Background: an optimization exercise with open tools, aiming at small area, a short achievable clock period and few clock cycles. Do not read the settings as production practice.
Only simulation tests tie the RTL to the original design; equivalence was not proved.
No activity file was given, so power comes from the tool's default toggle rates.

===== flow/constraint.sdc =====
create_clock -name core_clock -period 5.0 [get_ports {port_0_clock}]
set_input_delay 1.0000 -clock core_clock [delete_from_list [all_inputs] [get_ports {port_0_clock}]]
set_output_delay 1.0000 -clock core_clock [all_outputs]
set_load 0.01 [all_outputs]

===== flow/run.sh =====
#!/bin/bash
# synth_recipe.tcl (not shown) runs the flow's synth.tcl, then flattens the netlist and writes it again
# the make line also repeats each setting of config.mk as NAME=value (left out here)
make -C /OpenROAD-flow-scripts/flow DESIGN_CONFIG=/design/flow/config.mk WORK_HOME=/design/flow/orfs CLKGATE_MAP_FILE= SYNTH_SCRIPT=/design/flow/synth_recipe.tcl finish

===== flow/design.v =====
package hist_pkg;
  localparam int sample_width = 12;
  localparam int bin_count = 64;
  localparam int bin_width = 6;
  localparam int count_width = 16;
  localparam logic [count_width-1:0] count_max = {count_width{1'b1}};
  typedef enum logic {
    op_clear = 1'b0,
    op_read  = 1'b1
  } hist_op_e;
  typedef enum logic [2:0] {
    st_run     = 3'd0,
    st_drain   = 3'd1,
    st_clear   = 3'd2,
    st_read    = 3'd3,
    st_respond = 3'd4
  } ctrl_state_e;
endpackage
`timescale 1ns/1ps
module histogram_top (
  input  logic                             port_0_clock,
  input  logic                             rst,
  input  logic                             in_valid,
  output logic                             in_ready,
  input  logic [hist_pkg::sample_width-1:0] in_sample,
  input  logic                             cmd_valid,
  output logic                             cmd_ready,
  input  logic                             cmd_op,
  input  logic [hist_pkg::bin_width-1:0]   cmd_bin,
  output logic                             rsp_valid,
  output logic [hist_pkg::count_width-1:0] rsp_count
);
  localparam int BW = hist_pkg::bin_width;
  localparam int CW = hist_pkg::count_width;
  localparam int NB = hist_pkg::bin_count;
  function automatic logic [7:0] oct(input logic [2:0] v);
    oct = 8'b0000_0001 << v;
  endfunction
  logic [CW-1:0] mem [NB];
  logic          rdy_q;
  logic          rdy_out_q;
  logic          hold_op;
  logic [BW-1:0] hold_bin;
  logic          s0_v;
  logic          s0_smp;    
  logic          s0_clr;    
  logic [BW-1:0] s0_bin;
  logic [NB-1:0] s0_row;    
  logic          s1_smp;    
  logic          s1_wclr;   
  logic          s1_cmd;    
  logic [BW-1:0] s1_bin;
  logic [CW-1:0] s1_rd;     
  logic          s1_fsel;   
  logic [CW-1:0] s1_fd;     
  logic [CW-1:0] s1_old;
  logic [CW-1:0] s1_new;
  logic          s2_wclr;
  logic [7:0]    s2_hi;     
  logic [7:0]    s2_lo;     
  logic [CW-1:0] s2_data;
  logic          acc_in;
  logic          acc_cmd;
  logic [BW-1:0] nxt_bin;
  logic [CW-1:0] rd_data;
  logic          s0_isclr;
  logic          hit1;
  logic          hit2;
  assign in_ready  = rdy_out_q;
  assign cmd_ready = rdy_out_q;
  assign acc_in  = in_valid && rdy_q;
  assign acc_cmd = cmd_valid && rdy_q;
  always_ff @(posedge port_0_clock) begin
    if (rst) begin
      rdy_q <= 1'b1;
      rdy_out_q <= 1'b1;
      s0_v <= 1'b0;
    end else begin
      rdy_q <= !(acc_in && acc_cmd);
      rdy_out_q <= !(acc_in && acc_cmd);
      s0_v <= !rdy_q || acc_in || acc_cmd;
    end
  end
  always_comb begin
    if (!rdy_q) begin
      nxt_bin = hold_bin;
    end else if (acc_in) begin
      nxt_bin = in_sample[hist_pkg::sample_width-1 -: BW];
    end else begin
      nxt_bin = cmd_bin;
    end
  end
  always_ff @(posedge port_0_clock) begin
    if (acc_cmd) begin
      hold_op <= cmd_op;
      hold_bin <= cmd_bin;
    end
    if (!rdy_q) begin
      s0_smp <= 1'b0;
      s0_clr <= !hold_op;
    end else if (acc_in) begin
      s0_smp <= 1'b1;
      s0_clr <= 1'b0;
    end else begin
      s0_smp <= 1'b0;
      s0_clr <= !cmd_op;
    end
    s0_bin <= nxt_bin;
    s0_row <= NB'(1) << nxt_bin;
  end
  always_comb begin
    rd_data = '0;
    for (int r = 0; r < NB; r++) begin
      rd_data = rd_data | (mem[r] & {CW{s0_row[r]}});
    end
  end
  assign s0_isclr = !s0_smp && s0_clr;
  assign hit1 = s1_smp && (s1_bin == s0_bin);
  assign hit2 = |(s2_hi & oct(s0_bin[5:3])) && |(s2_lo & oct(s0_bin[2:0]));
  always_ff @(posedge port_0_clock) begin
    if (rst) begin
      s1_smp <= 1'b0;
      s1_wclr <= 1'b0;
      s1_cmd <= 1'b0;
    end else begin
      s1_smp <= s0_v && s0_smp;
      s1_wclr <= s0_v && s0_isclr;
      s1_cmd <= s0_v && !s0_smp;
    end
  end
  always_ff @(posedge port_0_clock) begin
    s1_bin <= s0_bin;
    s1_rd <= rd_data;
    s1_fsel <= s0_isclr || s1_wclr || hit1 || s2_wclr || hit2;
    if (s0_isclr || s1_wclr) begin
      s1_fd <= '0;
    end else if (hit1) begin
      s1_fd <= s1_new;
    end else if (s2_wclr) begin
      s1_fd <= '0;
    end else begin
      s1_fd <= s2_data;
    end
  end
  assign s1_old = s1_fsel ? s1_fd : s1_rd;
  assign s1_new = (&s1_old) ? s1_old : s1_old + 1'b1;
  always_ff @(posedge port_0_clock) begin
    if (rst) begin
      s2_wclr <= 1'b0;
      s2_hi <= '0;
      rsp_valid <= 1'b0;
    end else begin
      s2_wclr <= s1_wclr;
      s2_hi <= s1_smp ? oct(s1_bin[5:3]) : '0;
      rsp_valid <= s1_cmd;
    end
  end
  always_ff @(posedge port_0_clock) begin
    s2_lo <= oct(s1_bin[2:0]);
    s2_data <= s1_wclr ? '0 : s1_new;
    rsp_count <= s1_old;
  end
  for (genvar b = 0; b < NB; b++) begin : g_bin
    logic we;
    assign we = s2_wclr || (s2_hi[b/8] && s2_lo[b%8]);
    always_ff @(posedge port_0_clock) begin
      if (we) begin
        mem[b] <= s2_data;
      end
    end
  end
endmodule

===== flow/config.mk =====
export PLATFORM = sky130hd
export DESIGN_NAME = histogram_top
export DESIGN_NICKNAME = histogram_top
export VERILOG_FILES = /design/flow/design.v
export SDC_FILE = /design/flow/constraint.sdc
export NUM_CORES = 4
export LEC_CHECK = 0
export CAP_MARGIN = 20
export CORE_MARGIN = 2
export CORE_UTILIZATION = 75
export CTS_CLUSTER_DIAMETER = 100
export CTS_CLUSTER_SIZE = 25
export SETUP_SLACK_MARGIN = 2.9
export SLEW_MARGIN = 20
export TNS_END_PERCENT = 0

==> run summary, run 1 <==
- Summed over all instances, the cell type with the most area after synthesis is edfxtp_1.
- The number of antenna violations at the first check in global routing came to 7.
- STA puts the critical path data arrival time at ~3200 ps.
- The synthesized area per cell is roughly 18 µm².
- In this run, post-CTS hold repair placed 0 buffers.
- Summed over all nets, the half-perimeter wirelength after detailed placement is about 82 mm.
- The netlist area before placement is ~43000 µm².
- The count of max-cap constraint violations is 0.
- The number of global-route vias before repair was 24700.
- The main flop type after synthesis is edfxtp_1.
- Counting cells, the worst reg-to-reg path comes to 5.
- The ratio of total power to cell area is approximately 430 nW/µm².
- The beginning of the worst register-to-register path is s0_row[62].
- The final number of max-transition violations came to 0.
- In the routed design, unresolved DRC markers number 0.
- For this run, the share of the core covered by cells in the final layout is 0.815.
- For this configuration, the core starts out at a cell density of 0.756.
- The flow ran to the end and the layout has no timing, DRC or antenna violations.
- The number of flops mapped to enable cells by yosys is a little over 1000.
- The worst min-delay path startpoint is s0_bin[3].
- Including well taps, the total number of placed cells is between 3000 and 4000.
- The kind of critical path is register to register.
- Counting every net in the synthesized netlist gives 2365.
- The share of the Yosys chip area taken by registers is 0.805.
- The async set or reset register ratio after synthesis is 0.
- STA classifies the critical path endpoint as a register.
- The via count is between 20000 and 30000.
- From bottom edge to top edge, the die measures between 200 and 250 µm.
- TritonCTS built the clock tree.
- The worst hold path was traced through 0 stages.
- Derived from the worst setup path, the maximum achievable clock frequency is 376 MHz.
- IR analysis of the VDD net gives a maximum drop of between 400 and 500 µV.
- Once detail routing completed, the nets flagged for antenna violations numbered 0.
- The worst setup path is launched from a register.
- For the pin with the worst max-slew slack, the measured transition is 1290 ps.
- In the final layout, the share of cells above drive strength 1 is 0.123.
- During synthesis, Yosys emitted a total of 2 warnings.
- The gate count of the mapped netlist is between 2000 and 2500.
- Of the post-synthesis cell area, the dominant cell type holds 0.727.
- The number of synthesized register bits is about 1200.
- The worst-case hold path end point is s1_bin[3].
- The post-layout net count is 2396.
- The signed area change from the synthesized netlist to the final layout is 7.68%.
- The final setup violation count is 0.
- Among all cell types in the netlist, the one instantiated most often is edfxtp_1.
- The total global routing overflow is 0.
- After detailed routing, the average wire length per cell comes to ~47 µm.
- Entering global routing, the biggest net connects between 60 and 70 pins.
- The final weighted congestion of routability-driven global placement is a little under 1.
- The max-slew headroom at the worst pin is 0.140.
- 42 I/O pins were placed.
- The path class of the lowest-slack min-delay path is register to register.
- The via density per instance is ~8.5.
- Port buffering added 35 buffers.
- The count of clock tree sinks is 1197.
- The worst clock skew is just over 40 ps.
- The placed instances occupy a cell area of 44100 µm².
- The wire length of the first global-routing pass is 197 mm.
- The synthesized netlist contains between 60 and 70 unique library cells.
- Counting I/O delays and the setup requirement, the final critical path takes 2660 ps.
- The required time of the critical path is about 5500 ps.
- The clock latency at the later pin of the worst-skew pair is ~700 ps.
- The final layout contains routed wiring with a total length of approximately 150 mm.
- Measured along the x axis, the die boundary spans 242 µm.
- The number of clock buffers inserted by TritonCTS is 53.
- No sink is reached through more buffers than the 3 on the longest clock path.
- The non-filler instance count after layout is between 3000 and 4000.
- CTS built an H-tree with a depth of 2.
- The row count is 87.
- Clock-pin slew was measured on the worst setup and hold paths at ~100 ps.
- The global-route usage over all layers is 0.510.
- The hold violation total from the final report is 0.
- The worst reg-to-reg setup slack is between 2000 and 2500 ps.
- The first-iteration detailed-routing DRC count is just under 6000.
- The total die area is between 50000 and 60000 µm².
- The pre-antenna-repair detailed-routing pass consisted of 8 iterations.
- The clock root buffer is clkbuf_16.
- Setup repair after global routing could not meet its margin everywhere.
- The summed area of non-filler cells in the final layout is ~46000 µm².
- The endpoint of the most critical register-to-register path is s1_rd[14].
- In the post-synthesis netlist, the biggest area contributors are edfxtp_1 73%, dfxtp_1 7.8%, a22o_1 5.3%.
- The standard cell core area is roughly 56000 µm².
- The final worst-path cycle share is 0.532.
- Along the worst path, the maximum fanout reaches 15.
- The analysis attributes to cell leakage a power of approximately 15 nW.
- Sorting the synthesized cells by how often they occur yields 1031 x edfxtp_1, 257 x a22o_1, 256 x a221oi_1.
- For the final routed database, the setup TNS stands at 0 ps.
-- kinds of logic after synthesis --
logic type | after synthesis | synth area share
fa+ha+maj | 1 | 0.000294
xor+xnor | 15 | 0.00309
compound gates | 631 | 0.126
simple gates | 273 | 0.0372
buf+inv | 194 | 0.0190
flops | 1197 | 0.805
mux | 30 | 0.00861
-- cells in the final DEF (no fill, tap or decap), types with 5 or more instances in the layout --
cell type	n
edfxtp_1	1031
a22o_1	257
a221oi_1	243
dfxtp_1	130
buf_4	110
nand4_1	67
nor3_1	66
a21o_1	59
clkbuf_16	53
nor2_1	36
nand2_1	27
dlygate4sd2_1	20
dfxtp_2	20
clkbuf_1	19
dfxtp_4	16
mux2i_1	15
o21ai_0	15
clkdlybuf4s50_1	15
a221oi_2	13
buf_6	13
xnor2_1	11
diode_2	9
mux2_2	9
or4_1	9
nand3_1	9
inv_1	8
or4_4	7
a21oi_1	5
a21o_2	5
nand2b_1	5
-- through the flow --
| stage | hold slack [ps] | power [mW] | worst slack (ps) |
|---|---|---|---|
| after global placement | 421 | 14.8 | 1930 |
| after detailed placement | 424 | 14.9 | 1840 |
| after floorplan | 375 | 13.8 | 2850 |
| after CTS | 439 | 19.5 | 2600 |
| final | 434 | 19.7 | 2340 |
| after global routing | 443 | 20.0 | 2490 |
-- metal layers --
metal  vias up  track usage  wire (µm)
met2      3346        0.690      59200
met4         6        0.371      14700
met3       835        0.231      31100
met5         -            0         41
li1       9767            -          -
met1     12900        0.657      43000
-- flip-flops by register name, summed over array words and instances (netlist names) --
register	count
s2_data	16
s2_hi	8
s0_smp	1
s1_fd	16
rsp_valid	1
s0_v	1
mem	1024
rdy_q	1
s1_smp	1
s2_lo	8
hold_bin	6
s1_fsel	1
s0_bin	6
rsp_count	16
s2_wclr	1
s1_bin	6
s1_cmd	1
hold_op	1
s0_row	64
s0_clr	1
s1_rd	16
s1_wclr	1
-- worst max-delay path: stages, from the launching register on --
cell,delay [ps]
dfxtp_1,420
buf_6,260
a22o_1,210
a221oi_1,310
nand4_1,500
or4_1,770
-- final cells by class --
type,count,area [µm²]
Clock buffer,72,1400
Multi-Input combinational cell,950,7660
Fill cell,2831,10400
Tap cell,756,946
Inverter,8,30.0
Sequential cell,1197,34400
Antenna cell,9,22.5
Clock inverter,4,46.3
Timing Repair Buffer,162,1370
-- power by group --
part / internal [mW] / total (mW) / switching [mW]
combinational: 0.424 / 1.73 / 1.30
sequential: 12.3 / 13.2 / 0.862
clock: 1.97 / 4.86 / 2.89
-- worst max-delay path by stage --
stage,startpoint,to,slack (ps)
finish,s0_row[62],s1_rd[14],2340
global route,s0_row[30],s1_rd[8],2490
floorplan,s1_fsel,s1_fd[11],2850
global placement,in_valid,s0_row[44],1930
detailed placement,in_valid,s0_row[11],1840
CTS,s0_row[14],s1_rd[4],2600
-- repair_timing --
| action | CTS | global route |
|---|---|---|
| resized for setup | 70 | 19 |
| endpoints found under the setup margin | 442 | 210 |
| endpoints found under the hold margin | 0 | 0 |
| buffers inserted | 5 | 2 |
| pin swaps | 8 | 10 |
| cloned | 0 | 0 |
Testbench counts, summed over its fixed seeds: cycles 23,385.
==> run 2, diff against run 1 <==
--- a/flow/config.mk
+++ b/flow/config.mk
@@ -9,3 +9,3 @@
 export CORE_MARGIN = 2
-export CORE_UTILIZATION = 75
+export CORE_UTILIZATION = 60
 export CTS_CLUSTER_DIAMETER = 100
==> run 2 against run 1 <==
Against the previous run:
- critical endpoint is now s1_rd[4]
- hold slack worse by 10 ps
- final cell count is 6.5% higher
- area after synthesis stayed put
- still clean on timing, DRC and antenna
- clock-buffer cell count is 3 higher
- non-clock buffer count is 26 higher
- sequential share of layout area is 1.4 points lower
- core utilization is 15 points lower
- sequential power hardly changed
- combinational power is about 10% higher
- global-route usage is 8.9 points lower
- flip-flop and latch count stayed put
- die area is 25% higher
==> run summary, run 2 <==
- The run finished with no timing, DRC or antenna violations.
- The clock-pin slew on the worst setup and hold paths is 100 ps (about the same).
- The worst hold path belongs to the class register to register.
- The max-slew headroom at the worst pin was 0.245 (+0.105).
- The clock root buffer is clkbuf_16.
- The detailed-placement wirelength estimate was 84.6 mm (+3.7%).
- The required time of the critical path is 5500 ps (about the same).
- The via count is 26100 (-2.8%).
- The remaining antenna violation count is 0 (unchanged).
- The gate count of the mapped netlist was 2341 (unchanged).
- The worst reg-to-reg setup slack is 2560 ps (+220 ps).
- The nature of the critical path endpoint is a register.
- The maximum clock path buffer count is 3 (unchanged).
- The maximum number of pins on one net before global-route repair came to 67 (unchanged).
- The static leakage is 15.5 nW (+1.5%).
- The number of remaining DRC errors was 0 (unchanged).
- The cell taking the most area after synthesis is edfxtp_1.
- The total die area came to 73100 µm² (+25%).
- The family of cells with the greatest summed delay on the critical path is simple AND/OR/NAND/NOR gates.
- The total global routing overflow is 0 (unchanged).
- The final weighted congestion of routability-driven global placement is 0.901 (-7.3%).
- The library cell used most frequently in the layout, excluding fill and tap cells, is edfxtp_1.
- The number of top-level design ports came to 42 (unchanged).
- The final setup violation count came to 0 (unchanged).
- The switching component of the power is 5.15 mW (+1.9%).
- The x dimension of the die came to 270 µm (+12%).
- For this design, the slowest cell found on the critical path is or4_4.
- The number of antenna violations at the first check in global routing is 9 (+2).
- The critical path in this run is classified as register to register.
- Setup repair after global routing could not meet its margin everywhere.
- The routed wirelength normalized by instance count came to 46.0 µm (-1.8%).
- The number of flip-flops in the largest register is 1024 (unchanged).
- The pre-CTS worst setup slack was 1840 ps (+2.79 ps).
- The peak per-stage delay on the critical path is 740 ps (-30 ps).
- The post-synthesis cell type count is 66 (unchanged).
- The fraction of final layout cells with drive strength greater than 1 is 0.155 (+0.0317).
- The fraction of power consumed by the clock network is 0.250 (+0.004).
- The critical path goes through buf_8, a22o_4, a221oi_4, nand4_1, or4_4.
- The most common cell in the synthesized netlist is edfxtp_1.
- The transition time at the pin with the least slew margin is 1130 ps (-158 ps).
- The shortest period the worst path allows is 2440 ps (-224 ps).
- The number of flops mapped to enable cells by yosys was 1031 (unchanged).
- The row count is 97 (+11%).
- TritonCTS built the clock tree.
- The largest registers in the layout are mem (1024), s0_row (64).
- The netlist area before placement came to 42600 µm² (unchanged).
- The number of warnings issued by yosys was 2 (unchanged).
- The count of max-cap constraint violations is 0 (unchanged).
- The number of port buffers is 35 (unchanged).
- The part of the power in registers came to 0.654 (-0.012).
- STA classifies the critical path startpoint as a register.
- The internal portion of total power came to 14.8 mW (+0.67%).
- In the synthesized netlist, the cells that appear most often are 1031 x edfxtp_1, 257 x a22o_1, 256 x a221oi_1.
- The post-synth net total is 2365 (unchanged).
- The cell depth of the worst hold path is 0 (unchanged).
- The final number of max-transition violations is 0 (unchanged).
- The maximum net fanout on the critical path came to 16 (+1).
- The area growth from synthesis to layout is 9.85%.
- The relative contribution of combinational cells to total power is 0.096 (+0.009).
- The via density per instance was 7.76 (-8.7%).
- The wire length of the first global-routing pass is 203 mm (+3.0%).
- The total of hold buffers inserted after clock tree synthesis is 0 (unchanged).
- The number of synthesized register bits was 1197 (unchanged).
- The y dimension of the die is 270 µm (+12%).
- The number of levels in the clock H-tree was 2 (unchanged).
- The number of clock buffers inserted by TritonCTS is 53 (unchanged).
- The net switching fraction of the power is 0.258 (+0.00226).
- The clock latency at the later pin of the worst-skew pair came to 680 ps (-20 ps).
- The global-route usage over all layers is 0.421 (-0.0886).
- The fraction of synthesized cell area taken by the top area cell type is 0.727 (unchanged).
- The worst clock skew was 36.4 ps (-4.07 ps).
- In the layout the commonest cells are 1031 x edfxtp_1, 256 x a22o_1, 232 x a221oi_1, 117 x dfxtp_1, 116 x buf_4.
- The total negative slack is 0 ps (unchanged).
- The total wire length after detailed routing is 155 mm (+4.5%).
- The final worst-path cycle share is 0.488 (-0.0447).
- The summed area of non-filler cells in the final layout is 46800 µm² (+2.0%).
- The capture point of the worst path is s1_rd[4].
- By area the synthesized netlist is led by edfxtp_1 73%, dfxtp_1 7.8%, a22o_1 5.3%.
- The smallest setup slack after layout was 2560 ps (+224 ps).
- The total iterations of the first detailed-routing run is 8 (unchanged).
- The starting utilization of the core area is 0.607 (-0.150).
- The path length in cells of the critical path is 5 (unchanged).
- The async set or reset register ratio after synthesis came to 0 (unchanged).
- The count of clock tree sinks is 1197 (unchanged).
- The ratio of total power to cell area is 426 nW/µm² (-1.0%).
- The endpoint of the most critical register-to-register path is s1_rd[4].
- The hold violation total from the final report is 0 (unchanged).
- The first-iteration detailed-routing DRC count is 5446 (-7.8%).
- The startpoint identified for the worst register-to-register timing path is s0_row[36].
- More flip-flops sit in one register than any other, and that register is mem.
- The cell area after placement is 44200 µm² (+0.32%).
- The highest clock rate is 410 MHz (+9.2%).
- The post-layout net count came to 2422 (+1.1%).
- The synthesized area per cell is 18.2 µm² (unchanged).
- The number of global-route vias before repair is 23400 (-5.1%).
- The path depth of the worst reg2reg path was 5 (unchanged).
- The buffers plus inverters on the worst setup path was 1 (unchanged).
- The worst ir drop on vdd is 506 µV (+2.8%).
- The standard cell core area is 70100 µm² (+25%).
- The share of synthesized area occupied by flip-flops and latches came to 0.805 (unchanged).
- The number of fill cells was 4782 (+69%).
- The signal arrival time at the worst endpoint was 2940 ps (-210 ps).
- Among all flip-flop cells after synthesis, the most frequent one is edfxtp_1.
- The beginning of the critical path is s0_row[36].
[run 2: layer usage]
| layer | routed length (µm) | vias to the layer above | track usage |
|---|---|---|---|
| met5 | 26 | - | 0 |
| met4 | 11300 | 4 | 0.235 |
| met3 | 25200 | 495 | 0.119 |
| met2 | 66100 | 2496 | 0.612 |
| met1 | 52100 | 13300 | 0.578 |
| li1 | - | 9812 | - |
[run 2: what timing repair did]
action                     4_1_cts  5_1_grt
setup endpoints to repair      635      205
resized for setup               83       79
buffers inserted                 1       49
pin swaps                       12       31
gates cloned                     0        0
[run 2: worst min path at each step]
stage,startpoint,endpoint,slack [ps]
4_1_cts,s0_bin[2],s1_bin[2],440
6_report,s0_bin[2],s1_bin[2],420
3_3_place_gp,hold_op,s0_clr,420
3_5_place_dp,s0_bin[2],s1_bin[2],420
5_1_grt,s0_bin[2],s1_bin[2],450
2_1_floorplan,s0_bin[2],s1_bin[2],370
[run 2: cells by family after synthesis]
family,after synthesis,share of synthesized area
flops,1197,0.805
compound gates,631,0.126
simple gates,273,0.0372
buf+inv,194,0.0190
mux,30,0.00861
xor+xnor,15,0.00309
fa+ha+maj,1,0.000294
[run 2: worst register-to-register path, cell delays in order (launching register included)]
cell and delay (ps):
dfxtp_2 330, buf_8 190, a22o_4 290, a221oi_4 210
nand4_1 510, or4_4 740
[run 2: final cells by class]
class | count | area, µm² | area share
antenna | 3 | 7.51 | 0.000161
clock buffer | 75 | 1450 | 0.0310
clock inverter | 2 | 13.8 | 0.000294
inverter | 8 | 30.0 | 0.000642
multi-input combinational | 950 | 7860 | 0.168
sequential | 1197 | 34400 | 0.736
tap | 940 | 1180 | 0.0251
timing repair buffer | 188 | 1820 | 0.0388
[run 2: stage by stage]
| stage | util | hold slack, ps | power [mW] | std cells |
|---|---|---|---|---|
| global placement | 0.630 | 421 | 14.9 | 3233 |
| CTS | 0.654 | 436 | 19.7 | 3311 |
| floorplan | - | 375 | 13.8 | 2341 |
| global route | 0.667 | 446 | 20.3 | 3360 |
| detailed placement | 0.630 | 421 | 15.0 | 3233 |
| finish | 0.667 | 424 | 19.9 | 3363 |
[run 2: power by group through the flow]
stage          Sequential, mW  Combinational [mW]  Clock, mW
6_report                 13.0                1.91       4.99
5_1_grt                  13.1                1.96       5.28
4_1_cts                  13.0                1.79       4.96
3_5_place_dp             13.2                1.79          0
3_3_place_gp             13.2                1.74          0
2_1_floorplan            13.2               0.609          0
==> run 3, diff against run 2 <==
--- a/flow/config.mk
+++ b/flow/config.mk
@@ -14,2 +14,2 @@
 export SLEW_MARGIN = 20
-export TNS_END_PERCENT = 0
+export TNS_END_PERCENT = 15
==> run 3 against run 2 <==
Against the previous run:
- clock-buffer cell count is the same
- clock skew is 2.6 ps higher
- synthesized cell count is the same
- final cell count up 3.3%
- power rose by 0.64%
- still clean on timing, DRC and antenna
- core utilization grew 2.7 points
- global-route usage is 1.5 points higher
- via count up 3.5%
- maximum frequency rose by 2.7%
- first-iteration DRC count is 1.3% higher
- hold slack better by 17 ps
- final area increased by 4.0%
- largest power group unchanged
==> run summary, run 3 <==
- The part of the power in registers came to 0.643 (-0.011).
- The path class of the lowest-slack min-delay path is register to register.
- The largest registers in the layout are mem (1024), s0_row (64).
- The detailed-placement wirelength estimate is 85.7 mm (+1.4%).
- The row count is 97 (unchanged).
- In the synthesized netlist, the cells that appear most often are 1031 x edfxtp_1, 257 x a22o_1, 256 x a221oi_1.
- The transition time at the pin with the least slew margin is 1150 ps (+17.5 ps).
- The number of warnings issued by yosys is 2 (unchanged).
- The via density per instance is 7.77 (+0.19%).
- The count of max-cap constraint violations is 0 (unchanged).
- The required time of the critical path is 5530 ps (+30 ps).
- The shortest period the worst path allows is 2370 ps (-63.8 ps).
- The CTS tree is built.
- The static leakage is 16.3 nW (+5.6%).
- The share of synthesized area occupied by flip-flops and latches is 0.805 (unchanged).
- The area growth from synthesis to layout is 14.3%.
- The maximum clock path buffer count is 3 (unchanged).
- The routed wirelength normalized by instance count is 46.3 µm (+0.50%).
- STA classifies the critical path endpoint as a register.
- The number of global-route vias before repair is 24200 (+3.3%).
- The register with the highest flop count is mem.
- The path depth of the worst reg2reg path is 5 (unchanged).
- The async set or reset register ratio after synthesis is 0 (unchanged).
- The routed length on met3 is 25.1 mm (-0.31%).
- In the layout the commonest cells are 1031 x edfxtp_1, 253 x a22o_1, 180 x a221oi_1, 172 x buf_4, 103 x dfxtp_1.
- The number of synthesized register bits is 1197 (unchanged).
- The critical path ends at s1_rd[5].
- The wire length of the first global-routing pass is 211 mm (+3.8%).
- The maximum number of pins on one net before global-route repair is 67 (unchanged).
- The global-route usage over all layers is 0.436 (+0.0148).
- The x dimension of the die is 270 µm (unchanged).
- The switching component of the power is 5.21 mW (+1.2%).
- The length of routed wiring on met1 is 55.0 mm (+5.5%).
- The standard cell core area is 70100 µm² (unchanged).
- The relative contribution of combinational cells to total power was 0.108 (+0.012).
- The total negative slack is 0 ps (unchanged).
- The via count came to 27000 (+3.5%).
- The synthesized area per cell is 18.2 µm² (unchanged).
- The signal arrival time at the worst endpoint came to 2900 ps (-40 ps).
- The remaining antenna violation count is 0 (unchanged).
- By area the synthesized netlist is led by edfxtp_1 73%, dfxtp_1 7.8%, a22o_1 5.3%.
- The fraction of synthesized cell area taken by the top area cell type is 0.727 (unchanged).
- The ratio of total power to cell area is 412 nW/µm² (-3.2%).
- The total wire length after detailed routing is 161 mm (+3.8%).
- The highest clock rate is 421 MHz (+2.7%).
- The smallest setup slack after layout is 2630 ps (+63.8 ps).
- The clock-pin slew on the worst setup and hold paths is 100 ps (about the same).
- The post-synth net total was 2365 (unchanged).
- The clock root buffer is clkbuf_16.
- The first-iteration detailed-routing DRC count is 5519 (+1.3%).
- The netlist area before placement is 42600 µm² (unchanged).
- The number of flops mapped to enable cells by yosys is 1031 (unchanged).
- The hold violation total from the final report came to 0 (unchanged).
- The flow ran to the end and the layout has no timing, DRC or antenna violations.
- Setup repair after global routing could not meet its margin everywhere.
- The most critical setup path has its startpoint at s0_row[20].
- The number of antenna violations at the first check in global routing is 5 (-4).
- The worst clock skew is 39.1 ps (+2.65 ps).
- The worst ir drop on vdd is 379 µV (-25%).
- The setup path with the least slack is of type register to register.
- The y dimension of the die is 270 µm (unchanged).
- The total global routing overflow was 0 (unchanged).
- The beginning of the worst register-to-register path is s0_row[20].
- The main flop type after synthesis is edfxtp_1.
- The synthesized design spends more area on one cell type than any other, namely edfxtp_1.
- The final worst-path cycle share is 0.475 (-0.0128).
- The final setup violation count was 0 (unchanged).
- The final core utilization is 0.694 (+0.0268).
- By instance count, the leading cell after synthesis is edfxtp_1.
- The number of port buffers came to 35 (unchanged).
- The net switching fraction of the power came to 0.260 (+0.00145).
- The gate count of the mapped netlist came to 2341 (unchanged).
- The non-filler instance count after layout is 3475 (+3.3%).
- The clock latency at the later pin of the worst-skew pair is 670 ps (about the same).
- The total die area is 73100 µm² (unchanged).
- The count of clock tree sinks came to 1197 (unchanged).
- The most common cell after layout, fill and taps aside is edfxtp_1.
- The worst reg-to-reg setup slack came to 2630 ps (+60 ps).
- The endpoint of the most critical register-to-register path is s1_rd[5].
- The final weighted congestion of routability-driven global placement is 0.891 (-1.2%).
- The starting utilization of the core area is 0.607 (unchanged).
- The number of flip-flops in the largest register came to 1024 (unchanged).
- The maximum net fanout on the critical path came to 13 (-3).
- The fraction of power consumed by the clock network came to 0.249 (about the same).
- The max-slew headroom at the worst pin was 0.233 (-0.0117).
- The total iterations of the first detailed-routing run was 5 (-3).
- The startpoint class of the critical path is a register.
- The number of placed cells counting well taps is 3232 (-0.031%).
- The highest layer touched by signal routing is met5.
- The pre-CTS worst setup slack is 1800 ps (-41.3 ps).
- The internal portion of total power came to 14.8 mW (+0.45%).
- The met2 wire length came to 67.7 mm (+2.4%).
- The post-layout net count is 2534 (+4.6%).
- The number of top-level design ports came to 42 (unchanged).
- The post-synthesis cell type count is 66 (unchanged).
- The number of levels in the clock H-tree came to 2 (unchanged).
- The fraction of final layout cells with drive strength greater than 1 was 0.231 (+0.0761).
- The number of remaining DRC errors is 0 (unchanged).
- The final number of max-transition violations is 0 (unchanged).
- The number of clock buffers inserted by TritonCTS is 53 (unchanged).
run 3: cell types whose count changed in the layout (fill, tap and decap cells not counted), moves of 6 or more:
cell | previous run | this run
buf_6 | 11 | 29
buf_2 | 0 | 10
dfxtp_1 | 117 | 103
a221oi_1 | 232 | 180
a221oi_2 | 20 | 72
dlygate4sd2_1 | 18 | 6
buf_12 | 21 | 59
dfxtp_2 | 23 | 29
buf_4 | 116 | 172
dfxtp_4 | 26 | 34
run 3: worst max-delay path, stage by stage (launching register included):
cell	delay [ps]
dfxtp_2	340
buf_12	150
a22o_4	280
a221oi_4	250
nand4_1	460
or4_4	710
run 3: layer usage:
layer / GRT usage / vias to the layer above
li1: - / 10100
met1: 0.598 / 13900
met2: 0.621 / 2484
met3: 0.133 / 591
met4: 0.256 / 4
met5: 0 / -
run 3: power by group through the flow:
stage | clock network [mW] | logic, mW | registers, mW
after global routing | 5.29 | 2.23 | 12.9
after floorplan | 0 | 0.614 | 13.2
after detailed placement | 0 | 1.93 | 13.1
after global placement | 0 | 1.87 | 13.1
final | 4.99 | 2.16 | 12.9
after CTS | 4.97 | 2.01 | 12.9
run 3: cell families after synthesis:
logic type / count (synthesis) / share of synthesized area
buffers and inverters: 194 / 0.0190
AND/OR/NAND/NOR: 273 / 0.0372
adder cells (fa/ha/maj): 1 / 0.000294
multiplexers: 30 / 0.00861
flip-flops: 1197 / 0.805
AO/OA/AOI/OAI: 631 / 0.126
XOR/XNOR: 15 / 0.00309
run 3: how the worst min path moves through the flow:
stage               from   endpoint  slack, ps  cells after the start
4_1_cts        s0_bin[2]  s1_bin[2]        440                      0
3_5_place_dp   s0_bin[5]  s1_bin[5]        430                      0
3_3_place_gp     hold_op     s0_clr        420                      1
2_1_floorplan  s0_bin[2]  s1_bin[2]        370                      0
6_report       s0_bin[2]  s1_bin[2]        440                      0
5_1_grt        s0_bin[2]  s1_bin[2]        450                      0
run 3: final cells by class:
cell class | instances | area, µm²
fillers | 4629 | 21500
clock inverters | 2 | 13.8
multi-input cells | 950 | 8310
well taps | 940 | 1180
clock buffers | 75 | 1450
repair buffers | 300 | 3220
inverters | 8 | 30.0
diodes | 3 | 7.51
flip-flops and latches | 1197 | 34400
run 3: stage by stage:
step	hold slack (ps)	total power, mW	area [µm²]
after floorplan	375	13.8	42700
after global placement	425	14.9	44200
after detailed placement	431	15.0	44200
after CTS	441	19.8	47900
after global routing	451	20.4	48600
final	440	20.1	48700
run 3: what timing repair did:
| item | in CTS | in global routing |
|---|---|---|
| pin swaps | 48 | 35 |
| cloned | 2 | 1 |
| hold buffers | 0 | 0 |
| setup endpoints to repair | 183 | 378 |
| setup buffers | 123 | 37 |
| gates resized for setup | 289 | 86 |
==> run 4, diff against run 3 <==
--- a/flow/design.v
+++ b/flow/design.v
@@ -52,3 +52,4 @@
   logic [BW-1:0] s1_bin;
-  logic [CW-1:0] s1_rd;     
+  logic [CW-1:0] s1_rd_a;   
+  logic [CW-1:0] s1_rd_b;   
   logic          s1_fsel;   
@@ -64,3 +65,4 @@
   logic [BW-1:0] nxt_bin;
-  logic [CW-1:0] rd_data;
+  logic [CW-1:0] rd_a;
+  logic [CW-1:0] rd_b;
   logic          s0_isclr;
@@ -111,5 +113,7 @@
   always_comb begin
-    rd_data = '0;
-    for (int r = 0; r < NB; r++) begin
-      rd_data = rd_data | (mem[r] & {CW{s0_row[r]}});
+    rd_a = '0;
+    rd_b = '0;
+    for (int r = 0; r < NB/2; r++) begin
+      rd_a = rd_a | (mem[r] & {CW{s0_row[r]}});
+      rd_b = rd_b | (mem[NB/2+r] & {CW{s0_row[NB/2+r]}});
     end
@@ -132,3 +136,4 @@
     s1_bin <= s0_bin;
-    s1_rd <= rd_data;
+    s1_rd_a <= rd_a;
+    s1_rd_b <= rd_b;
     s1_fsel <= s0_isclr || s1_wclr || hit1 || s2_wclr || hit2;
@@ -144,3 +149,3 @@
   end
-  assign s1_old = s1_fsel ? s1_fd : s1_rd;
+  assign s1_old = s1_fsel ? s1_fd : (s1_rd_a | s1_rd_b);
   assign s1_new = (&s1_old) ? s1_old : s1_old + 1'b1;
--- a/flow/config.mk
+++ b/flow/config.mk
@@ -12,4 +12,4 @@
 export CTS_CLUSTER_SIZE = 25
-export SETUP_SLACK_MARGIN = 2.9
+export SETUP_SLACK_MARGIN = 3.0
 export SLEW_MARGIN = 20
-export TNS_END_PERCENT = 15
+export TNS_END_PERCENT = 30
==> run 4 against run 3 <==
Against the previous run:
- hold slack got worse by 41 ps
- synthesized cell count rose by 5.5%
- critical path depth rose by 2
- critical endpoint is now s1_fd[14]
- clock-buffer cell count rose by 24
- setup slack improved by 170 ps
- still clean
- largest cell class unchanged
- area after synthesis rose by 0.53%
- flip-flop and latch count rose by 16
==> run summary, run 4 <==
- The final weighted congestion of routability-driven global placement is 0.863 (-3.1%).
- The maximum clock path buffer count is 3 (unchanged).
- The remaining antenna violation count is 0 (unchanged).
- The worst clock skew is 32.1 ps (-6.95 ps).
- The run finished with no timing, DRC or antenna violations.
- The smallest setup slack after layout was 2800 ps (+171 ps).
- The worst ir drop on vdd is 378 µV (-0.21%).
- The register with the most flip-flops in the final layout is mem.
- The number of levels in the clock H-tree came to 2 (unchanged).
- The post-synthesis cell type count is 67 (+1.5%).
- The largest registers in the layout are mem (1024), s0_row (64).
- The required time of the critical path is 5560 ps (+30 ps).
- The gate count of the mapped netlist is 2470 (+5.5%).
- The via count is 25400 (-6.1%).
- The fraction of power consumed by the clock network was 0.254 (+0.005).
- The total iterations of the first detailed-routing run is 6 (+1).
- The part of the power in registers is 0.647 (+0.004).
- The total negative slack is 0 ps (unchanged).
- The number of flip-flops in the largest register is 1024 (unchanged).
- The kind of critical path is register to register.
- The clock-pin slew on the worst setup and hold paths was 110 ps (about the same).
- In the layout the commonest cells are 1031 x edfxtp_1, 383 x a22oi_1, 142 x buf_4, 136 x dfxtp_1, 96 x nor2_1.
- The ratio of total power to cell area is 424 nW/µm² (+2.8%).
- The pre-CTS worst setup slack came to 1790 ps (-10.2 ps).
- The switching component of the power is 5.12 mW (-1.7%).
- The y dimension of the die is 271 µm (+0.26%).
- The worst setup path is launched from a register.
- The relative contribution of combinational cells to total power came to 0.099 (-0.009).
- The final worst-path cycle share is 0.441 (-0.0342).
- The share of synthesized area occupied by flip-flops and latches is 0.809 (+0.00327).
- The internal portion of total power is 15.0 mW (+0.80%).
- Ranked by instance count, the synthesized netlist is headed by 1031 x edfxtp_1, 384 x a22oi_1, 182 x dfxtp_1.
- The standard cell core area is 70300 µm² (+0.17%).
- The number of top-level design ports is 42 (unchanged).
- The number of flops mapped to enable cells by yosys is 1031 (unchanged).
- The global-route usage over all layers was 0.362 (-0.0739).
- The hold violation total from the final report is 0 (unchanged).
- The static leakage is 15.8 nW (-3.4%).
- The number of remaining DRC errors is 0 (unchanged).
- The final core utilization is 0.675 (-0.0189).
- The shortest period the worst path allows is 2200 ps (-171 ps).
- The number of clock buffers inserted by TritonCTS came to 54 (+1.9%).
- The routed wirelength normalized by instance count is 37.6 µm (-19%).
- Setup repair after global routing could not meet its margin everywhere.
- The most common cell after layout, fill and taps aside is edfxtp_1.
- The number of synthesized register bits is 1213 (+1.3%).
- The total die area was 73500 µm² (+0.52%).
- CTS placed an instance of clkbuf_16 at the clock tree root.
- The starting utilization of the core area is 0.609 (+0.00214).
- The highest clock rate is 454 MHz (+7.8%).
- The async set or reset register ratio after synthesis was 0 (unchanged).
- Relative to the synthesized area, the layout overhead comes to 10.8%.
- The synthesized area per cell is 17.3 µm² (-4.7%).
- The worst hold path belongs to the class register to register.
- The number of global-route vias before repair is 23600 (-2.7%).
- The nature of the critical path endpoint is a register.
- The fraction of final layout cells with drive strength greater than 1 is 0.169 (-0.0620).
- Among all cell types in the netlist, the one instantiated most often is edfxtp_1.
- The final setup violation count is 0 (unchanged).
- The number of fill cells is 4703 (+1.6%).
- The number of port buffers is 35 (unchanged).
- The count of max-cap constraint violations is 0 (unchanged).
- The total global routing overflow was 0 (unchanged).
- The fraction of synthesized cell area taken by the top area cell type is 0.723 (-0.00381).
- The via density per instance is 7.15 (-8.0%).
- The post-synth net total came to 2494 (+5.5%).
- By area the synthesized netlist is led by edfxtp_1 72%, dfxtp_1 8.5%, a22oi_1 6.7%.
- The max-slew headroom at the worst pin is 0.258 (+0.0245).
- The final number of max-transition violations came to 0 (unchanged).
- The net switching fraction of the power is 0.255 (-0.00479).
- The detailed-placement wirelength estimate is 74.9 mm (-13%).
- The total wire length after detailed routing was 133 mm (-17%).
- The maximum number of pins on one net before global-route repair is 66 (-1.5%).
- The wire length of the first global-routing pass is 183 mm (-13%).
- The number of antenna violations at the first check in global routing is 8 (+3).
- The count of clock tree sinks was 1213 (+1.3%).
- The cell taking the most area after synthesis is edfxtp_1.
- The clock latency at the later pin of the worst-skew pair is 670 ps (about the same).
- The maximum net fanout on the critical path is 13 (unchanged).
- The x dimension of the die is 271 µm (+0.26%).
- The post-layout net count is 2582 (+1.9%).
- The row count was 97 (unchanged).
- The number of warnings issued by yosys is 2 (unchanged).
- TritonCTS built the clock tree.
- The first-iteration detailed-routing DRC count was 4448 (-19%).
- The transition time at the pin with the least slew margin came to 1110 ps (-36.8 ps).
- The signal arrival time at the worst endpoint is 2760 ps (-140 ps).
- The netlist area before placement came to 42800 µm² (+0.53%).
- The most used flip-flop cell after synthesis is edfxtp_1.
==> run 4: cells by family (layout without fill, tap and decap cells) <==
group | count (synthesis) | after routing | synth area share
XOR/XNOR | 7 | 7 | 0.00143
AND/OR/NAND/NOR | 408 | 409 | 0.0522
other | 0 | 4 | 0
AO/OA/AOI/OAI | 641 | 641 | 0.115
flip-flops | 1213 | 1213 | 0.809
adder cells (fa/ha/maj) | 1 | 1 | 0.000292
buffers and inverters | 184 | 316 | 0.0172
multiplexers | 16 | 16 | 0.00491
==> run 4: final cells by class <==
type | count | area [µm²] | area share
Antenna cell | 4 | 10.0 | 0.000211
Clock buffer | 99 | 1540 | 0.0325
Clock inverter | 2 | 25.0 | 0.000528
Inverter | 8 | 31.3 | 0.000660
Multi-Input combinational cell | 1074 | 8140 | 0.172
Sequential cell | 1213 | 34700 | 0.732
Tap cell | 940 | 1180 | 0.0248
Timing Repair Buffer | 207 | 1780 | 0.0376
==> run 4: path summary, 6_finish.rpt <==
| kind | from | endpoint | slack [ps] | depth (start not counted) |
|---|---|---|---|---|
| worst max-delay path | s1_fsel | s1_fd[14] | 2800 | 7 |
| worst min-delay path | s0_bin[1] | s1_bin[1] | 400 | 0 |
| worst max register to register | s1_fsel | s1_fd[14] | 2800 | 7 |
| worst min register to register | s0_bin[1] | s1_bin[1] | 400 | 0 |
==> run 4: power groups by stage <==
stage	clock network, mW	logic, mW	registers [mW]
6_report	5.10	1.99	13.0
3_3_place_gp	0	1.63	13.1
2_1_floorplan	0	0.606	13.1
4_1_cts	5.12	1.82	13.0
5_1_grt	5.47	2.08	13.0
3_5_place_dp	0	1.68	13.2
==> run 4: metal layers <==
layer,share of wire,routed length [µm],GRT usage,up-vias
met3,0.16,21100,0.112,207
met2,0.43,57200,0.510,1985
met5,0.000097,13,0,-
met1,0.39,51700,0.555,13000
met4,0.026,3420,0.0885,2
li1,-,-,-,10200
==> run 4: metrics by stage <==
| step | cell area, µm² | hold WS [ps] | total power [mW] | cells |
|---|---|---|---|---|
| after detailed placement | 44500 | 403 | 14.9 | 3375 |
| after CTS | 46800 | 405 | 19.9 | 3521 |
| final | 47400 | 399 | 20.1 | 3547 |
| after floorplan | 42900 | 375 | 13.7 | 2470 |
| after global placement | 44500 | 406 | 14.8 | 3374 |
| after global routing | 47400 | 417 | 20.6 | 3543 |
==> run 4: critical path: stages (launching register included) <==
cell and delay [ps]:
dfxtp_4 380, buf_16 160, buf_4 170, o21ai_4 260
nand3_4 190, or4_4 590, o211ai_1 230, a21oi_1 100
==> run 4: timing repair <==
action                                  4_1_cts  5_1_grt
gates resized for setup                     202       88
hold buffers                                  0        0
buffers inserted                             43       22
pin swaps                                    35       41
gates cloned                                  2        0
endpoints found under the setup margin      955      122
Testbench counts of run 4, summed over its fixed seeds: cycles 23,385.
==> run 5, diff against run 4 <==
--- a/flow/config.mk
+++ b/flow/config.mk
@@ -10,4 +10,4 @@
 export CORE_UTILIZATION = 60
-export CTS_CLUSTER_DIAMETER = 100
-export CTS_CLUSTER_SIZE = 25
+export CTS_CLUSTER_DIAMETER = 120
+export CTS_CLUSTER_SIZE = 30
 export SETUP_SLACK_MARGIN = 3.0
==> run 5 against run 4 <==
Against the previous run:
- core utilization shrank 0.12 points
- area after synthesis did not move
- clock-buffer cell count fell by 14
- power down 1.1%
- synthesized cell count did not move
- maximum frequency decreased by 0.42%
- setup slack lost 9.4 ps
- via count about the same
- critical path type unchanged
- non-clock buffer count rose by 7
- final cell count decreased by 0.25%
==> run summary, run 5 <==
- The flow ran to the end and the layout has no timing, DRC or antenna violations.
- The number of flip-flops in the largest register is 1024 (unchanged).
- The final worst-path cycle share came to 0.443 (+0.00188).
- The highest clock rate was 452 MHz (-0.42%).
- The largest registers in the layout are mem (1024), s0_row (64).
- The gate count of the mapped netlist is 2470 (unchanged).
- The worst setup path is of the register to register kind.
- The post-synthesis cell type count is 67 (unchanged).
- The endpoint of the most critical register-to-register path is s1_rd_a[6].
- The transition time at the pin with the least slew margin is 1130 ps (+15.1 ps).
- The min-delay analysis places its worst path in the category register to register.
- The async set or reset register ratio after synthesis is 0 (unchanged).
- The xor-xnor portion of the synthesized cell area is 0.00143 (unchanged).
- Traced cell by cell, the critical path runs through buf_4, a22o_1, a221oi_2, nand3_2, or4_1.
- The count of max-cap constraint violations was 0 (unchanged).
- The routed wirelength normalized by instance count is 37.7 µm (+0.15%).
- The number of antenna violations at the first check in global routing is 8 (unchanged).
- The post-synthesis mux area share was 0.00491 (unchanged).
- The area fraction in compound gates after synthesis was 0.115 (unchanged).
- The path depth of the worst reg2reg path came to 5 (-2).
- The y dimension of the die came to 271 µm (unchanged).
- Leaving out fill and tap cells, the most frequent cell in the layout is edfxtp_1.
- The hold violation total from the final report is 0 (unchanged).
- The post-synth net total is 2494 (unchanged).
- The peak per-stage delay on the critical path came to 630 ps (+40 ps).
- The clock-pin slew on the worst setup and hold paths is 120 ps (about the same).
- The via density per instance is 7.16 (+0.17%).
- The worst hold slack across all endpoints came to 408 ps (+8.20 ps).
- The number of warnings issued by yosys was 2 (unchanged).
- The combinational family with the most area after synthesis is compound AO/OA/AOI/OAI gates.
- The static leakage is 15.8 nW (about the same).
- The maximum net fanout on the critical path is 16 (+3).
- The fraction of synthesized cell area taken by the top area cell type is 0.723 (unchanged).
- The required time of the critical path is 5500 ps (-60 ps).
- The final weighted congestion of routability-driven global placement is 0.863 (unchanged).
- The worst setup path is launched from a register.
- The worst hold path begins at s0_bin[1].
- In the layout the commonest cells are 1031 x edfxtp_1, 383 x a22oi_1, 146 x buf_4, 136 x dfxtp_1, 96 x nor2_1.
- The global-route usage over all layers was 0.362 (about the same).
- The worst hold path terminates at s1_bin[1].
- The signed area change from the synthesized netlist to the final layout is 10.6%.
- The number of global-route vias before repair is 23500 (-0.12%).
- The final number of max-transition violations came to 0 (unchanged).
- The starting utilization of the core area was 0.609 (unchanged).
- The netlist area before placement is 42800 µm² (unchanged).
- The detailed-placement wirelength estimate is 74.9 mm (unchanged).
- The synthesized area per cell is 17.3 µm² (unchanged).
- The signal arrival time at the worst endpoint came to 2710 ps (-50 ps).
- The register with the most flip-flops in the final layout is mem.
- The arithmetic-cell share of the synthesized area counting full adders, half adders and majority gates is 0.000292 (unchanged).
- The wire length of the first global-routing pass is 183 mm (+0.27%).
- The total global routing overflow is 0 (unchanged).
- The main flop type after synthesis is edfxtp_1.
- Ranked by instance count, the synthesized netlist is headed by 1031 x edfxtp_1, 384 x a22oi_1, 182 x dfxtp_1.
- The final setup violation count is 0 (unchanged).
- The shortest period the worst path allows is 2210 ps (+9.38 ps).
- The cell at the slowest stage of the critical path is or4_1.
- The row count is 97 (unchanged).
- The max-slew headroom at the worst pin came to 0.248 (-0.0100).
- The fraction of final layout cells with drive strength greater than 1 is 0.173 (+0.00437).
- The post-layout net count came to 2581 (-0.039%).
- The share of synthesized area occupied by flip-flops and latches is 0.809 (unchanged).
- The number of clock buffers inserted by TritonCTS was 46 (-15%).
- The total negative slack is 0 ps (unchanged).
- The beginning of the worst register-to-register path is s0_row[13].
- Of all cell types, the one taking the most synthesized area is edfxtp_1.
- The worst reg-to-reg setup slack was 2790 ps (about the same).
- The number of levels in the clock H-tree is 2 (unchanged).
- The clock latency at the later pin of the worst-skew pair is 650 ps (-20 ps).
- The maximum clock path buffer count is 3 (unchanged).
- The worst clock skew is 25.1 ps (-6.99 ps).
- The ratio of total power to cell area is 420 nW/µm² (-0.96%).
- Setup repair after global routing could not meet its margin everywhere.
- The total die area is 73500 µm² (unchanged).
- The x dimension of the die is 271 µm (unchanged).
- The total iterations of the first detailed-routing run is 5 (-1).
- The clock root buffer is clkbuf_16.
- The worst ir drop on vdd is 380 µV (+0.37%).
- The simple-gate area share of the yosys netlist is 0.0522 (unchanged).
- The remaining antenna violation count is 0 (unchanged).
- The number of synthesized register bits is 1213 (unchanged).
- The most common cell in the synthesized netlist is edfxtp_1.
- The number of remaining DRC errors was 0 (unchanged).
- The number of port buffers is 35 (unchanged).
- The CTS tree is built.
- The nature of the critical path endpoint is a register.
- The count of clock tree sinks is 1213 (unchanged).
- The standard cell core area is 70300 µm² (unchanged).
- The first-iteration detailed-routing DRC count was 4599 (+3.4%).
- The number of flops mapped to enable cells by yosys is 1031 (unchanged).
- The maximum number of pins on one net before global-route repair is 66 (unchanged).
- The total wire length after detailed routing is 133 mm (-0.10%).
- In the post-synthesis netlist, the biggest area contributors are edfxtp_1 72%, dfxtp_1 8.5%, a22oi_1 6.7%.
- The cell depth of the worst hold path is 0 (unchanged).
- The via count is 25300 (-0.087%).
- The number of top-level design ports was 42 (unchanged).
## run 5: cell counts after synthesis
Identical to the previous run, type by type.
## run 5: layout make-up
type / instances / area [µm²]
Sequential cell: 1213 / 34700
Clock inverter: 1 / 20.0
Clock buffer: 85 / 1360
Inverter: 8 / 31.3
Antenna cell: 3 / 7.51
Fill cell: 4678 / 22900
Multi-Input combinational cell: 1074 / 8160
Tap cell: 940 / 1180
Timing Repair Buffer: 214 / 1860
## run 5: per-stage QoR
stage / utilization / instance area [µm²] / worst slack [ps] / power (mW) / instances
finish: 0.673 / 47300 / 2790 / 19.9 / 3538
global route: 0.673 / 47300 / 2730 / 20.4 / 3535
CTS: 0.665 / 46700 / 2630 / 19.6 / 3515
detailed placement: 0.633 / 44500 / 1790 / 14.9 / 3375
global placement: 0.633 / 44500 / 1810 / 14.8 / 3374
floorplan: - / 42900 / 2940 / 13.7 / 2470
## run 5: cell families (layout without fill, tap and decap cells)
group,Yosys count,in the layout
simple gates,408,409
xor+xnor,7,7
flops,1213,1213
mux,16,16
buf+inv,184,308
compound gates,641,641
fa+ha+maj,1,1
other cells,0,3
## run 5: repair_timing
action                     CTS  global route
cloned                       3             0
setup buffers               51            20
setup endpoints to repair  983           124
hold endpoints to repair     0             0
pin swaps                   32            39
hold buffers                 0             0
resized for setup          200           101
## run 5: worst max path at each step
stage | start | endpoint | cells after the start | slack (ps)
6_report | s0_row[13] | s1_rd_a[6] | 5 | 2790
2_1_floorplan | in_valid | s0_row[24] | 7 | 2940
3_5_place_dp | s1_fsel | s1_fd[1] | 6 | 1790
5_1_grt | s1_fsel | s1_fd[14] | 9 | 2730
4_1_cts | s0_row[55] | s1_rd_b[5] | 4 | 2630
3_3_place_gp | s1_fsel | s1_fd[1] | 6 | 1810
## run 5: power breakdown
group	switching, mW	leakage (nW)	total, mW	internal (mW)
logic	1.46	4.22	2.04	0.581
clock network	2.94	0.656	4.82	1.89
registers	0.687	10.9	13.0	12.3
## run 5: per-layer routing
layer  share of wire  routed length, µm  up-vias  track usage
met2            0.42              56600     1964        0.507
met5         0.00013                 17        -            0
li1                -                  -    10100            -
met4           0.027               3610        4       0.0875
met1            0.39              52100    13000        0.561
met3            0.16              21000      220        0.109
## run 5: critical path, delay by kind of cell, from the launching register on
family | cells | cell delay (ps)
buf+inv | 1 | 240
flops | 1 | 320
compound gates | 2 | 650
simple gates | 2 | 840
==> run 6, diff against run 5 <==
==> flow/flow/run.sh (new file) <==
#!/bin/bash
# Standard layout, unchanged
set -e
bash standard.sh finish > standard.log 2>&1
==> flow/standard.sh (new file) <==
#!/bin/bash
# synth_recipe.tcl (not shown) runs the flow's synth.tcl, then flattens the netlist and writes it again
# the make line also repeats each setting of config.mk as NAME=value (left out here)
make -C /OpenROAD-flow-scripts/flow DESIGN_CONFIG=/design/flow/config.mk WORK_HOME=/design/flow/orfs CLKGATE_MAP_FILE= SYNTH_SCRIPT=/design/flow/synth_recipe.tcl "${@:-finish}"
--- a/flow/config.mk
+++ b/flow/config.mk
@@ -10,4 +10,4 @@
 export CORE_UTILIZATION = 60
-export CTS_CLUSTER_DIAMETER = 120
-export CTS_CLUSTER_SIZE = 30
+export CTS_CLUSTER_DIAMETER = 100
+export CTS_CLUSTER_SIZE = 25
 export SETUP_SLACK_MARGIN = 3.0
removed: flow/run.sh
==> run 6 against run 5 <==
Against the previous run:
- first-iteration DRC count decreased by 3.3%
- via count barely moved
- non-clock buffer count is 7 lower
- clock skew is 7.0 ps higher
- combinational power fell by 2%
- synthesized cell count unchanged
- core utilization rose by 0.12 points
- flip-flop and latch count unchanged
- global-route usage about the same
- area after synthesis stayed put
- die area is the same
- largest power group unchanged
- highest routed layer unchanged
==> run summary, run 6 <==
- The final setup violation count is 0 (unchanged).
- The via density per instance came to 7.15 (-0.17%).
- The async set or reset register ratio after synthesis was 0 (unchanged).
- The signal arrival time at the worst endpoint is 2760 ps (+50 ps).
- For this run, the leading register cell type out of synthesis is edfxtp_1.
- The clock latency at the later pin of the worst-skew pair came to 670 ps (+20 ps).
- The clock-pin slew on the worst setup and hold paths is 110 ps (about the same).
- The maximum net fanout on the critical path is 13 (-3).
- The count of clock tree sinks came to 1213 (unchanged).
- The global-route usage over all layers is 0.362 (about the same).
- The post-layout net count is 2582 (+0.039%).
- The required time of the critical path is 5560 ps (+60 ps).
- The flow ran to the end and the layout has no timing, DRC or antenna violations.
- The signed area change from the synthesized netlist to the final layout is 10.8%.
- The final worst-path cycle share was 0.441 (-0.00188).
- The summed area of non-filler cells in the final layout came to 47400 µm² (+0.17%).
- The largest registers in the layout are mem (1024), s0_row (64).
- By area the synthesized netlist is led by edfxtp_1 72%, dfxtp_1 8.5%, a22oi_1 6.7%.
- In this run the critical register-to-register path is launched from s1_fsel.
- The number of port buffers is 35 (unchanged).
- The startpoint identified for the worst hold timing path is s0_bin[1].
- The shortest period the worst path allows is 2200 ps (-9.38 ps).
- The remaining antenna violation count is 0 (unchanged).
- The worst clock skew was 32.1 ps (+6.99 ps).
- The x dimension of the die is 271 µm (unchanged).
- The max-slew headroom at the worst pin is 0.258 (+0.0100).
- The total die area is 73500 µm² (unchanged).
- The path depth of the worst reg2reg path is 7 (+2).
- The number of flip-flops in the largest register is 1024 (unchanged).
- The relative contribution of combinational cells to total power is 0.099 (-0.004).
- The count of max-cap constraint violations is 0 (unchanged).
- The synthesized area per cell is 17.3 µm² (unchanged).
- The standard cell core area is 70300 µm² (unchanged).
- The startpoint class of the critical path is a register.
- The maximum number of pins on one net before global-route repair is 66 (unchanged).
- The total negative slack is 0 ps (unchanged).
- The via count is 25400 (+0.087%).
- The post-synthesis cell type count is 67 (unchanged).
- The worst ir drop on vdd is 378 µV (-0.37%).
- Counting flops per register, the top entry is mem.
- The wire length of the first global-routing pass is 183 mm (-0.27%).
- The library cell with the highest instance count after synthesis is edfxtp_1.
- The starting utilization of the core area is 0.609 (unchanged).
- The number of clock buffers inserted by TritonCTS is 54 (+17%).
- The static leakage is 15.8 nW (about the same).
- The row count is 97 (unchanged).
- The critical path goes through buf_16, buf_4, o21ai_4, nand3_4, or4_4, o211ai_1, a21oi_1.
- The transition time at the pin with the least slew margin is 1110 ps (-15.1 ps).
- The highest clock rate is 454 MHz (+0.43%).
- The path with the worst hold slack has its endpoint at s1_bin[1].
- The final number of max-transition violations is 0 (unchanged).
- TritonCTS built the clock tree.
- The number of flops mapped to enable cells by yosys is 1031 (unchanged).
- The switching component of the power is 5.12 mW (+0.79%).
- The number of antenna violations at the first check in global routing is 8 (unchanged).
- The peak per-stage delay on the critical path is 590 ps (-40 ps).
- The number of global-route vias before repair came to 23600 (+0.12%).
- The fraction of final layout cells with drive strength greater than 1 is 0.169 (-0.00437).
- The total power draw came to 20.1 mW (+1.1%).
- The fraction of power consumed by the clock network is 0.254 (+0.011).
- The number of remaining DRC errors is 0 (unchanged).
- The cell depth of the worst hold path was 0 (unchanged).
- The number of placed cells counting well taps was 3375 (unchanged).
- Leaving out fill and tap cells, the most frequent cells in the layout are 1031 x edfxtp_1, 383 x a22oi_1, 142 x buf_4, 136 x dfxtp_1, 96 x nor2_1.
- STA classifies the critical path endpoint as a register.
- The gate count of the mapped netlist is 2470 (unchanged).
- The hold violation total from the final report came to 0 (unchanged).
- The internal portion of total power came to 15.0 mW (+1.3%).
- The share of synthesized area occupied by flip-flops and latches was 0.809 (unchanged).
- The net switching fraction of the power is 0.255 (-0.000900).
- The path length in cells of the critical path was 7 (+2).
- The total iterations of the first detailed-routing run came to 6 (+1).
- The netlist area before placement was 42800 µm² (unchanged).
- The worst hold slack across all endpoints is 399 ps (-8.20 ps).
- The part of the power in registers is 0.647 (-0.008).
- In this run the worst hold path is classified as register to register.
- The cell taking the most area after synthesis is edfxtp_1.
- The number of top-level design ports is 42 (unchanged).
- The routed wirelength normalized by instance count is 37.6 µm (-0.15%).
- The maximum clock path buffer count came to 3 (unchanged).
- The critical path is of the register to register type.
- The detailed-placement wirelength estimate was 74.9 mm (unchanged).
- The number of levels in the clock H-tree came to 2 (unchanged).
- The y dimension of the die is 271 µm (unchanged).
- The first-iteration detailed-routing DRC count is 4448 (-3.3%).
- The ratio of total power to cell area was 424 nW/µm² (+0.97%).
- The final weighted congestion of routability-driven global placement is 0.863 (unchanged).
- The fraction of synthesized cell area taken by the top area cell type was 0.723 (unchanged).
- The number of synthesized register bits is 1213 (unchanged).
- The family of cells with the greatest summed delay on the critical path is simple AND/OR/NAND/NOR gates.
- The post-synth net total is 2494 (unchanged).
- The number of fill cells is 4703 (+0.53%).
- The buffers plus inverters on the worst setup path is 2 (+1).
- The most common cell after layout, fill and taps aside is edfxtp_1.
- Ranked by instance count, the synthesized netlist is headed by 1031 x edfxtp_1, 384 x a22oi_1, 182 x dfxtp_1.
- The endpoint of the most critical register-to-register path is s1_fd[14].
- The worst reg-to-reg setup slack is 2800 ps (about the same).
- On the critical path, the stage with the largest delay is an instance of or4_4.
- The non-filler instance count after layout is 3547 (+0.25%).
- Setup repair after global routing could not meet its margin everywhere.
- In this run the clock root is driven by a clkbuf_16.
- The total wire length after detailed routing came to 133 mm (+0.11%).
- The number of warnings issued by yosys is 2 (unchanged).
- The total global routing overflow is 0 (unchanged).
- The cell area after placement came to 44500 µm² (unchanged).
run 6: cell counts after synthesis:
No cell type changed its count.
run 6: power groups by stage:
stage / clock [mW] / combinational [mW] / sequential [mW]
after floorplan: 0 / 0.606 / 13.1
after global placement: 0 / 1.63 / 13.1
after global routing: 5.47 / 2.08 / 13.0
after detailed placement: 0 / 1.68 / 13.2
after CTS: 5.12 / 1.82 / 13.0
final: 5.10 / 1.99 / 13.0
run 6: final cells by class:
class	instances	area, µm²	area share
Tap cell	940	1180	0.0248
Timing Repair Buffer	207	1780	0.0376
Inverter	8	31.3	0.000660
Multi-Input combinational cell	1074	8140	0.172
Sequential cell	1213	34700	0.732
Antenna cell	4	10.0	0.000211
Clock buffer	99	1540	0.0325
Clock inverter	2	25.0	0.000528
run 6: cell families after synthesis:
group / after synthesis / synth area share
AND/OR/NAND/NOR: 408 / 0.0522
multiplexers: 16 / 0.00491
flip-flops: 1213 / 0.809
adder cells (fa/ha/maj): 1 / 0.000292
AO/OA/AOI/OAI: 641 / 0.115
XOR/XNOR: 7 / 0.00143
buffers and inverters: 184 / 0.0172
run 6: what timing repair did:
action                                  4_1_cts  5_1_grt
pin swaps                                    35       41
endpoints found under the setup margin      955      122
gates cloned                                  2        0
endpoints found under the hold margin         0        0
gates resized for setup                     202       88
hold buffers                                  0        0
buffers inserted                             43       22
run 6: worst max path at each step:
stage | startpoint | to
floorplan | in_valid | s0_row[24]
global placement | s1_fsel | s1_fd[1]
detailed placement | s1_fsel | s1_fd[1]
CTS | s0_row[55] | s1_rd_b[5]
global route | s1_fsel | s2_data[9]
finish | s1_fsel | s1_fd[14]
run 6: per-stage QoR:
step	utilization	setup slack, ps
floorplan	-	2940
global placement	0.633	1810
detailed placement	0.633	1790
CTS	0.667	2630
global route	0.675	2710
finish	0.675	2800
run 6: per-layer routing:
layer,up-vias,share of wire,GRT usage
met1,13000,0.39,0.555
met5,-,0.000097,0
li1,10200,-,-
met2,1985,0.43,0.510
met4,2,0.026,0.0885
met3,207,0.16,0.112
run 6: worst register-to-register path, stage by stage, from the launching register on:
cell      delay (ps)
dfxtp_4          380
buf_16           160
buf_4            180
o21ai_4          260
nand3_4          190
or4_4            600
o211ai_1         230
a21oi_1          100
==> run 7, diff against run 6 <==
==> flow/run.sh (new file) <==
#!/bin/bash
# synth_recipe.tcl (not shown) runs the flow's synth.tcl, then flattens the netlist and writes it again
# the make line also repeats each setting of config.mk as NAME=value (left out here)
make -C /OpenROAD-flow-scripts/flow DESIGN_CONFIG=/design/flow/config.mk WORK_HOME=/design/flow/orfs CLKGATE_MAP_FILE= SYNTH_SCRIPT=/design/flow/synth_recipe.tcl finish
--- a/flow/config.mk
+++ b/flow/config.mk
@@ -12,4 +12,4 @@
 export CTS_CLUSTER_SIZE = 25
-export SETUP_SLACK_MARGIN = 3.0
+export SETUP_SLACK_MARGIN = 2.9
 export SLEW_MARGIN = 20
-export TNS_END_PERCENT = 30
+export TNS_END_PERCENT = 100
removed: flow/flow/run.sh
removed: flow/standard.sh
==> run 7 against run 6 <==
Against the previous run:
- routed wire length fell by 0.75%
- combinational power rose by 7%
- sequential share of layout area up 0.21 points
- synthesized cell count unchanged
- setup slack worse by 62 ps
- global-route usage shrank 0.48 points
- register-to-register slack worse by 20 ps
- largest cell class unchanged
- final area shrank 0.32%
- via count grew 0.15%
- critical endpoint is now cmd_ready
==> run summary, run 7 <==
- The post-synthesis cell type count is 67 (unchanged).
- The highest clock rate is 441 MHz (-2.7%).
- The run finished with no timing, DRC or antenna violations.
- The clock latency at the later pin of the worst-skew pair is 670 ps (about the same).
- The first-iteration detailed-routing DRC count is 4613 (+3.7%).
- The total iterations of the first detailed-routing run is 6 (unchanged).
- The via density per instance came to 7.18 (+0.35%).
- The number of port buffers came to 35 (unchanged).
- The met1 usage in global routing is 0.561 (+0.00611).
- The standard cell core area is 70300 µm² (unchanged).
- The wire length of the first global-routing pass is 181 mm (-1.2%).
- The starting utilization of the core area is 0.609 (unchanged).
- The number of antenna violations at the first check in global routing is 6 (-2).
- Setup repair after global routing could not meet its margin everywhere.
- The shortest period the worst path allows came to 2270 ps (+61.8 ps).
- The count of clock tree sinks is 1213 (unchanged).
- The final number of max-transition violations is 0 (unchanged).
- The total wire length after detailed routing is 132 mm (-0.75%).
- The part of the power in registers is 0.637 (-0.010).
- The switching component of the power came to 5.15 mW (+0.68%).
- The beginning of the worst register-to-register path is s1_fsel.
- The fraction of synthesized cell area taken by the top area cell type came to 0.723 (unchanged).
- The count of max-cap constraint violations was 0 (unchanged).
- The met2 capacity usage during global routing was 0.515 (+0.00505).
- The total power draw is 20.2 mW (+0.50%).
- The number of placed cells counting well taps is 3377 (+0.059%).
- The number of clock buffers inserted by TritonCTS was 54 (unchanged).
- The relative contribution of combinational cells to total power is 0.105 (+0.006).
- The remaining antenna violation count is 0 (unchanged).
- The path depth of the worst reg2reg path was 9 (+2).
- The total global routing overflow was 0 (unchanged).
- The nature of the critical path endpoint is an output port.
- The library cell used most frequently in the layout, excluding fill and tap cells, is edfxtp_1.
- The number of top-level design ports is 42 (unchanged).
- The CTS tree is built.
- The worst min-delay path startpoint is s0_bin[2].
- The routed wirelength normalized by instance count is 37.4 µm (-0.55%).
- The maximum clock path buffer count came to 3 (unchanged).
- The netlist area before placement is 42800 µm² (unchanged).
- The transition time at the pin with the least slew margin was 1040 ps (-78.0 ps).
- The gate count of the mapped netlist is 2470 (unchanged).
- The area of combinational cells with multiple inputs is 8100 µm² (-0.40%).
- The row count is 97 (unchanged).
- The net switching fraction of the power is 0.255 (+0.000472).
- The required time of the critical path is 4000 ps (-1560 ps).
- In the layout the commonest cells are 1031 x edfxtp_1, 384 x a22oi_1, 151 x buf_4, 140 x dfxtp_1, 97 x nor2_1.
- The post-layout net count is 2577 (-0.19%).
- The internal portion of total power is 15.0 mW (+0.43%).
- The number of fill cells is 4762 (+1.3%).
run 7: cell counts after synthesis:
Identical to the previous run, type by type.
run 7: worst max-delay path by stage:
stage	startpoint	end	slack [ps]	depth (start not counted)
after floorplan	s1_fsel	s1_fd[14]	2910	8
after global placement	s1_fsel	s1_fd[1]	1830	6
after detailed placement	s1_fsel	s1_fd[1]	1720	6
after CTS	rdy_out_q	cmd_ready	2700	2
after global routing	s1_fsel	s1_fd[11]	2690	9
final	rdy_out_q	cmd_ready	2730	2
run 7: layout make-up:
type / count / share of cell area
timing repair buffer: 200 / 0.0348
clock buffer: 100 / 0.0336
clock inverter: 2 / 0.000344
tap: 940 / 0.0249
antenna: 1 / 0.0000530
sequential: 1213 / 0.734
inverter: 8 / 0.000688
multi-input combinational: 1076 / 0.171
run 7: per-layer routing:
layer / part of all wire / vias up
met4: 0.024 / 2
li1: - / 10200
met5: 0.00014 / -
met2: 0.44 / 1895
met3: 0.14 / 217
met1: 0.40 / 13100
run 7: power by group through the flow:
stage / logic (mW) / registers (mW) / clock network [mW]
global route: 2.22 / 12.9 / 5.52
global placement: 1.74 / 13.0 / 0
CTS: 1.90 / 12.8 / 5.19
floorplan: 0.598 / 13.1 / 0
detailed placement: 1.81 / 13.1 / 0
finish: 2.13 / 12.9 / 5.20
run 7: what timing repair did:
item | CTS | global route
setup buffers | 29 | 27
resized for setup | 168 | 95
setup endpoints to repair | 747 | 214
pin swaps | 29 | 35
endpoints found under the hold margin | 0 | 0
cloned | 2 | 2
hold buffers | 0 | 0
run 7: per-stage QoR:
| stage | utilization | instance area (µm²) | setup WS, ps | hold WS (ps) |
|---|---|---|---|---|
| 5_1_grt | 0.672 | 47300 | 2690 | 405 |
| 3_3_place_gp | 0.633 | 44500 | 1830 | 421 |
| 3_5_place_dp | 0.633 | 44500 | 1720 | 422 |
| 6_report | 0.672 | 47300 | 2730 | 400 |
| 2_1_floorplan | - | 42900 | 2910 | 375 |
| 4_1_cts | 0.664 | 46600 | 2700 | 398 |
run 7: worst max-delay path: stages (launching register included):
cell     delay [ps]
dfxtp_4         370
buf_6           110
buf_6           110
run 7: kinds of logic after synthesis:
family          synth area share
simple gates              0.0522
mux                      0.00491
fa+ha+maj               0.000292
compound gates             0.115
flops                      0.809
buf+inv                   0.0172
xor+xnor                 0.00143

Setup slack of run 7, layout unchanged: 2.735 ns with ideal ports, 2.667 ns with driving cells assumed (clock clkbuf_16, inputs buf_2), 2.428 ns with port delays also shifted by the 0.724 ns mid clock arrival.
